From an optimization exercise on the open Yosys and OpenROAD flow, aimed at small area, a short achievable clock period and few clock cycles per item; shortcuts taken in it are not production practice. RTL that was checked went through simulation tests only; none was proved equivalent to the original.

==> run a: inputs <==
==> flow/design.v <==
module systolic_array #(
    parameter int width_p        = 8,
    parameter int array_width_p  = 8,
    parameter int array_height_p = 8
) (
    input  logic               clk_i,
    input  logic               reset_i,
    input  logic               en_i,
    input  logic               flush_i,
    input  logic               valid_i,
    input  logic [width_p-1:0] data_i,
    output logic               ready_o,
    output logic               valid_o,
    output logic [width_p-1:0] data_o,
    input  logic               yumi_i
);
    localparam int N  = 8;         
    localparam int NA = N * N;     
    localparam int ND = 7;         
    logic          ld_q;           
    logic [7:0]    cnt_q;          
    logic          av_q;           
    logic          sv_q;           
    logic [6:0]    u_q;            
    logic [2:0]    ph_q;           
    logic [6:0]    k_q;            
    logic          valid_q;
    logic [ND-1:0] dv_q;           
    logic [7:0] ain_q;
    logic [7:0] din_q;             
    logic [ND-1:0][7:0] dd_q;      
    logic [ND-1:0][2:0] dt_q;      
    logic [NA-1:0][7:0] a_q;       
    logic [N-1:0][N-1:0][7:0] c_q;   
    logic [7:0] data_q;
    logic ready_q;
    assign ready_q = ld_q & ~cnt_q[7];
    assign ready_o = reset_i & en_i & ready_q;
    assign valid_o = valid_q;
    assign data_o  = data_q;
    logic accept, accept_a, accept_b, first_b, flush_take, take, flushed;
    logic aligned, done_ok, load_out, shift_a, last, clr;
    logic [2:0] ph_n;
    logic [6:0] nx;
    assign accept     = en_i & valid_i & ready_q;
    assign accept_a   = accept & ~cnt_q[6];
    assign accept_b   = accept & cnt_q[6];
    assign first_b    = accept_b & (cnt_q[5:0] == 6'd0);
    assign flush_take = en_i & flush_i & ld_q;
    assign take       = en_i & yumi_i & valid_q;
    assign flushed    = ~ld_q | flush_i;
    assign ph_n       = ph_q + 3'd1;
    assign nx         = u_q + 7'(sv_q);
    logic       pick;
    logic [7:0] pick_d;
    always_comb begin
        pick   = 1'b0;
        pick_d = '0;
        if (accept_b & ((cnt_q[2:0] == ph_n) | first_b)) begin
            pick   = 1'b1;
            pick_d = data_i;
        end
        for (int s = 0; s < ND; s++) begin
            if (dv_q[s] & (dt_q[s] == ph_n)) begin
                pick   = 1'b1;
                pick_d = pick_d | dd_q[s];
            end
        end
        if (~ld_q & ~nx[6] & (nx[2:0] == ph_n)) pick = 1'b1;
    end
    assign aligned  = (ph_q + 3'd2) == k_q[2:0];
    assign done_ok  = u_q[6] | ((u_q[5:3] == 3'd7) & (u_q[2:0] > k_q[2:0]));
    assign load_out = en_i & (~valid_q | yumi_i) & flushed & ~k_q[6] & (k_q[5:3] != 3'd0 | done_ok) &
                      aligned;
    assign shift_a  = av_q | (sv_q & (u_q[2:0] == 3'd7));
    assign last     = take & k_q[6];
    assign clr      = ~nx[6] & ~nx[5] & ~nx[4] & ~nx[3] & (ph_n >= nx[2:0]);
    always_ff @(posedge clk_i or negedge reset_i) begin
        if (!reset_i) begin
            ld_q    <= 1'b1;
            cnt_q   <= '0;
            av_q    <= 1'b0;
            sv_q    <= 1'b0;
            u_q     <= '0;
            ph_q    <= '0;
            k_q     <= '0;
            valid_q <= 1'b0;
            dv_q    <= '0;
        end else begin
            av_q <= accept_a;
            sv_q <= pick;
            u_q  <= nx;
            ph_q <= first_b ? 3'd0 : ph_n;
            dv_q <= {dv_q[ND-2:0], accept_b};
            if (accept) cnt_q <= cnt_q + 8'd1;
            if (flush_take) ld_q <= 1'b0;
            if (load_out) begin
                k_q     <= k_q + 7'd1;
                valid_q <= 1'b1;
            end else if (take) begin
                valid_q <= 1'b0;
            end
            if (last) begin
                ld_q  <= 1'b1;
                cnt_q <= '0;
                u_q   <= '0;
                k_q   <= '0;
            end
        end
    end
    always_ff @(posedge clk_i) begin
        ain_q <= data_i;
        din_q <= pick_d;
        dd_q  <= {dd_q[ND-2:0], data_i};
        dt_q  <= {dt_q[ND-2:0], cnt_q[2:0]};
    end
    always_ff @(posedge clk_i) begin
        if (shift_a) begin
            a_q[0] <= ain_q;
            for (int s = 1; s < NA; s++) a_q[s] <= a_q[s-1];
        end
    end
    always_ff @(posedge clk_i) begin
        for (int i = 0; i < N; i++) begin
            c_q[i][0] <= c_q[i][N-1] + a_q[NA-1-N*i] * din_q;
            for (int n = 1; n < N-1; n++) c_q[i][n] <= c_q[i][n-1];
            c_q[i][N-1] <= clr ? 8'd0 : c_q[i][N-2];
        end
    end
    always_ff @(posedge clk_i) begin
        if (load_out) data_q <= c_q[k_q[5:3]][5];
    end
endmodule
==> flow/flow/run.sh <==
#!/bin/bash
# The standard layout, with a tighter setup target for the repair steps and faster port buffers.
set -euo pipefail
bash standard.sh SETUP_SLACK_MARGIN=5.8 "BUFFER_PORTS_ARGS=-buffer_cell sky130_fd_sc_hd__buf_2" finish > make_finish.log 2>&1
==> flow/standard.sh <==
#!/bin/bash
# synth_recipe.tcl (not shown) runs the flow's synth.tcl, then flattens the netlist and writes it again
# the make line also repeats each setting of config.mk as NAME=value (left out here)
make -C /OpenROAD-flow-scripts/flow DESIGN_CONFIG=/design/flow/config.mk WORK_HOME=/design/flow/orfs CLKGATE_MAP_FILE= SYNTH_SCRIPT=/design/flow/synth_recipe.tcl "${@:-finish}"
==> flow/config.mk <==
export PLATFORM = sky130hd
export DESIGN_NAME = systolic_array
export DESIGN_NICKNAME = systolic_array
export VERILOG_FILES = /design/flow/design.v
export SDC_FILE = /design/flow/constraint.sdc
export NUM_CORES = 4
export LEC_CHECK = 0
export CAP_MARGIN = 20
export CORE_MARGIN = 2
export CORE_UTILIZATION = 50
export SETUP_SLACK_MARGIN = 5
export SLEW_MARGIN = 20
==> flow/constraint.sdc <==
create_clock -name core_clock -period 10.0 [get_ports {clk_i}]
set_input_delay 2.0000 -clock core_clock [delete_from_list [all_inputs] [get_ports {clk_i}]]
set_output_delay 2.0000 -clock core_clock [all_outputs]
set_load 0.01 [all_outputs]
==> run b: changes against run a <==
==> flow/design.v (replaced) <==
module systolic_array #(
    parameter int width_p        = 8,
    parameter int array_width_p  = 8,
    parameter int array_height_p = 8
) (
    input  logic               clk_i,
    input  logic               reset_i,
    input  logic               en_i,
    input  logic               flush_i,
    input  logic               valid_i,
    input  logic [width_p-1:0] data_i,
    output logic               ready_o,
    output logic               valid_o,
    output logic [width_p-1:0] data_o,
    input  logic               yumi_i
);
    localparam int N  = 8;         
    localparam int NA = N * N;     
    logic       ld_q;              
    logic [7:0] cnt_q;             
    logic       av_q;              
    logic       sv_q;              
    logic [6:0] u_q;               
    logic       clr_q;             
    logic [7:0] r_q;               
    logic [6:0] k_q;               
    logic       valid_q;
    logic [7:0] ain_q;
    logic [7:0] din_q;             
    logic [NA-1:0][7:0] a_q;       
    logic [N-1:0][N-1:0][7:0] c_q;   
    logic [7:0] data_q;
    logic ready_q;
    assign ready_q = ld_q & ~cnt_q[7];
    assign ready_o = reset_i & en_i & ready_q;
    assign valid_o = valid_q;
    assign data_o  = data_q;
    logic accept, accept_a, accept_b, flush_take, take, virt, flushed, aligned, load_out;
    logic rot, shift_a, last;
    assign accept     = en_i & valid_i & ready_q;
    assign accept_a   = accept & ~cnt_q[6];
    assign accept_b   = accept & cnt_q[6];
    assign flush_take = en_i & flush_i & ld_q;
    assign take       = en_i & yumi_i & valid_q;
    assign virt       = ~ld_q & ~cnt_q[7];
    assign flushed    = ~ld_q | flush_i;
    assign aligned    = (r_q[2:0] + 3'd2 == k_q[2:0]) & (r_q[6] | (r_q[5:1] == 5'b11111));
    assign load_out   = en_i & (~valid_q | yumi_i) & flushed & ~k_q[6] & aligned;
    assign rot        = sv_q | r_q[6];
    assign shift_a    = av_q | (sv_q & (u_q[2:0] == 3'd7));
    assign last       = take & k_q[6];
    logic [6:0] u_n;
    assign u_n = u_q + 7'(sv_q);
    always_ff @(posedge clk_i or negedge reset_i) begin
        if (!reset_i) begin
            ld_q    <= 1'b1;
            cnt_q   <= '0;
            av_q    <= 1'b0;
            sv_q    <= 1'b0;
            u_q     <= '0;
            clr_q   <= 1'b1;
            r_q     <= '0;
            k_q     <= '0;
            valid_q <= 1'b0;
        end else begin
            av_q  <= accept_a;
            sv_q  <= accept_b | virt;
            u_q   <= u_n;
            clr_q <= (u_n[6:3] == 4'd0);
            if (accept | virt) cnt_q <= cnt_q + 8'd1;
            if (flush_take) begin
                ld_q <= 1'b0;
                if (cnt_q[7:6] == 2'd0) cnt_q <= 8'd64;
            end
            if (rot) begin
                if (r_q[6]) r_q[2:0] <= r_q[2:0] + 3'd1;
                else        r_q <= r_q + 8'd1;
            end
            if (load_out) begin
                k_q     <= k_q + 7'd1;
                valid_q <= 1'b1;
            end else if (take) begin
                valid_q <= 1'b0;
            end
            if (last) begin
                ld_q  <= 1'b1;
                cnt_q <= '0;
                u_q   <= '0;
                clr_q <= 1'b1;
                r_q   <= '0;
                k_q   <= '0;
            end
        end
    end
    always_ff @(posedge clk_i) begin
        ain_q <= data_i;
        din_q <= accept_b ? data_i : 8'd0;
    end
    always_ff @(posedge clk_i) begin
        if (shift_a) begin
            a_q[0] <= ain_q;
            for (int s = 1; s < NA; s++) a_q[s] <= a_q[s-1];
        end
    end
    logic [N-1:0][7:0] mac;
    always_comb begin
        for (int i = 0; i < N; i++) begin
            mac[i] = (clr_q ? 8'd0 : c_q[i][N-1]) + a_q[NA-1-N*i] * din_q;
        end
    end
    always_ff @(posedge clk_i) begin
        if (rot) begin
            for (int i = 0; i < N; i++) begin
                c_q[i][0] <= mac[i];
                for (int n = 1; n < N; n++) c_q[i][n] <= c_q[i][n-1];
            end
        end
    end
    always_ff @(posedge clk_i) begin
        if (load_out) data_q <= c_q[k_q[5:3]][5];
    end
endmodule
==> flow/run.sh (new file) <==
#!/bin/bash
# synth_recipe.tcl (not shown) runs the flow's synth.tcl, then flattens the netlist and writes it again
# the make line also repeats each setting of config.mk as NAME=value (left out here)
make -C /OpenROAD-flow-scripts/flow DESIGN_CONFIG=/design/flow/config.mk WORK_HOME=/design/flow/orfs CLKGATE_MAP_FILE= SYNTH_SCRIPT=/design/flow/synth_recipe.tcl finish
removed: flow/flow/run.sh
removed: flow/standard.sh
==> run c: changes against run a <==
==> flow/design.v (replaced) <==
module systolic_array #(
    parameter int width_p        = 8,
    parameter int array_width_p  = 8,
    parameter int array_height_p = 8
) (
    input  logic               clk_i,
    input  logic               reset_i,
    input  logic               en_i,
    input  logic               flush_i,
    input  logic               valid_i,
    input  logic [width_p-1:0] data_i,
    output logic               ready_o,
    output logic               valid_o,
    output logic [width_p-1:0] data_o,
    input  logic               yumi_i
);
    localparam int N  = 8;         
    localparam int NA = N * N;     
    logic       ld_q;              
    logic [7:0] cnt_q;             
    logic [7:0] r_q;               
    logic [6:0] k_q;               
    logic       dv_q;              
    logic [7:0] din_q;             
    logic       valid_q;
    logic [NA-1:0][7:0] a_q;       
    logic [N-1:0][N-1:0][7:0] c_q;   
    logic [7:0] data_q;
    logic ready_q;
    assign ready_q = ld_q & ~cnt_q[7];
    assign ready_o = reset_i & en_i & ready_q;
    assign valid_o = valid_q;
    assign data_o  = data_q;
    logic accept, accept_b, flush_take, take, avail, can_load, flushed, pre64, aligned;
    logic want_load, rot, load_out, shift_a, last;
    assign accept     = en_i & valid_i & ready_q;
    assign accept_b   = accept & cnt_q[6];
    assign flush_take = en_i & flush_i & ld_q;
    assign take       = en_i & yumi_i & valid_q;
    assign flushed    = ~ld_q | flush_i;
    assign avail      = dv_q | ~ld_q;
    assign can_load   = ~valid_q | yumi_i;
    assign pre64      = (r_q[7:6] == 2'd0);
    assign aligned    = (r_q[2:0] + 3'd2) == k_q[2:0];
    assign want_load  = flushed & ~k_q[6] & (r_q >= 8'd62) & aligned;
    assign rot        = en_i & (pre64 ? avail : (flushed & ~k_q[6])) & (~want_load | can_load);
    assign load_out   = rot & want_load;
    assign shift_a    = (accept & ~cnt_q[6]) | (rot & (r_q[2:0] == 3'd7));
    assign last       = take & k_q[6];
    always_ff @(posedge clk_i or negedge reset_i) begin
        if (!reset_i) begin
            ld_q    <= 1'b1;
            cnt_q   <= '0;
            r_q     <= '0;
            k_q     <= '0;
            dv_q    <= 1'b0;
            din_q   <= '0;
            valid_q <= 1'b0;
        end else begin
            if (accept) cnt_q <= cnt_q + 8'd1;
            if (flush_take) ld_q <= 1'b0;
            if (rot) r_q <= r_q + 8'd1;
            if (load_out) k_q <= k_q + 7'd1;
            if (accept_b) begin
                din_q <= data_i;
                dv_q  <= 1'b1;
            end else if (rot) begin
                din_q <= '0;
                dv_q  <= 1'b0;
            end
            if (load_out) valid_q <= 1'b1;
            else if (take) valid_q <= 1'b0;
            if (last) begin
                ld_q  <= 1'b1;
                cnt_q <= '0;
                r_q   <= '0;
                k_q   <= '0;
            end
        end
    end
    always_ff @(posedge clk_i) begin
        if (shift_a) begin
            a_q[0] <= data_i;
            for (int s = 1; s < NA; s++) a_q[s] <= a_q[s-1];
        end
    end
    logic [N-1:0][7:0] mac;
    always_comb begin
        for (int i = 0; i < N; i++) begin
            mac[i] = (r_q[7:3] == 5'd0 ? 8'd0 : c_q[i][N-1]) + a_q[NA-1-N*i] * din_q;
        end
    end
    always_ff @(posedge clk_i) begin
        if (rot) begin
            for (int i = 0; i < N; i++) begin
                c_q[i][0] <= mac[i];
                for (int n = 1; n < N; n++) c_q[i][n] <= c_q[i][n-1];
            end
        end
    end
    always_ff @(posedge clk_i) begin
        if (load_out) data_q <= c_q[k_q[5:3]][5];
    end
endmodule
==> flow/run.sh (new file) <==
#!/bin/bash
# synth_recipe.tcl (not shown) runs the flow's synth.tcl, then flattens the netlist and writes it again
# the make line also repeats each setting of config.mk as NAME=value (left out here)
make -C /OpenROAD-flow-scripts/flow DESIGN_CONFIG=/design/flow/config.mk WORK_HOME=/design/flow/orfs CLKGATE_MAP_FILE= SYNTH_SCRIPT=/design/flow/synth_recipe.tcl finish
--- a/flow/config.mk
+++ b/flow/config.mk
@@ -7,6 +7,5 @@
 export LEC_CHECK = 0
 export CAP_MARGIN = 20
 export CORE_MARGIN = 2
-export CORE_UTILIZATION = 50
-export SETUP_SLACK_MARGIN = 5
+export CORE_UTILIZATION = 30
 export SLEW_MARGIN = 20
removed: flow/flow/run.sh
removed: flow/standard.sh
==> out/metrics.csv <==
stage,metric,value,unit
outcome,status,"complete, no violations",
synth,synthesis.area,0.0396,mm2
timing,fmax,0.228,GHz
drt,vias,18006,
place,place.gp.congestion,0.760,
final_layout,nClkBuffers,162,
setup_path,reg2reg_from,din_q[0],
drt,wl_met3,2.86,mm
power_and_ir_drop,pg_comb,0.104,mW
place,dp_cells,3594,
grt,grt_max_degree,182,
place,dp_hpwl,38.0,mm
That was run a.
==> out/metrics.csv <==
stage,metric,value,unit
grt,grt_max_degree,217,
final_layout,syn_to_final_growth,12.6,%
synth,synthesis.area,0.0424,mm2
place,place.gp.congestion,0.768,
drt,wl_met3,2.28,mm
setup_path,reg2reg_from,din_q[0],
timing,fmax,0.214,GHz
outcome,status,"complete, no violations",
timing,hold_viol_final,0,
place,dp_cells,3471,
grt,grt_overflow_total,0,
power_and_ir_drop,pg_comb,0.865,mW
setup_path,crit_chain,buf_12 -> nand2_1 -> fa_1 -> inv_1 -> fa_1 -> ha_1 -> inv_1 -> fa_1 -> inv_1 -> fa_1 -> a21o_1 -> a21oi_1 -> xnor2_1 -> xnor2_1 -> xnor2_1,
That was run b.
==> out/metrics.csv <==
stage,metric,value,unit
synth,synthesis.area,0.0419,mm2
place,dp_cells,4197,
drt,wl_met3,3.03,mm
power_and_ir_drop,pg_comb,0.751,mW
timing,fmax,0.170,GHz
place,place.gp.congestion,0.751,
final_layout,nClkBuffers,123,
setup_path,reg2reg_from,r_q[6],
grt,grt_max_degree,184,
outcome,status,"complete, no violations",
setup_path,crit_family,buffers and inverters,
That was run c.
Testbench counts of run c, summed over its fixed seeds: cycles 12,288, jobs 64.
For run a and run b, only the layout was checked, not whether the RTL still works.

==> static timing again, ports no longer ideal <==
Ports are ideal in the flow. The routed layouts listed here were re-timed in OpenROAD. Step 1 sets driving cells, clkbuf_16 on the clock port and buf_2 on the other inputs (assumed; they add their load-dependent delay and slew). Step 2 moves the port delays by t, midway between the first and last clock arrival at a register: inputs arrive t later, outputs are due t later. That takes back most of the time a late clock gives input paths. Three values: ideal ports, drivers, drivers and shift; two values: the first two.
| run | shift t [ns] | setup WS [ns] | worst register clock-pin slew, ns |
|---|---|---|---|
| run a | 0.712 | 5.622 / 5.528 / 5.528 | 0.07 / 0.07 |
| run b | 0.723 | 5.329 / 5.318 / 5.318 | 0.07 / 0.07 |
| run c | 0.735 | 4.125 / 4.161 / 3.426 | 0.07 / 0.07 |
After both steps setup and hold are still met in every run listed. For run c, which loses most, drivers alone change the setup slack by +0.036 ns; drivers and shift together by -0.699 ns.
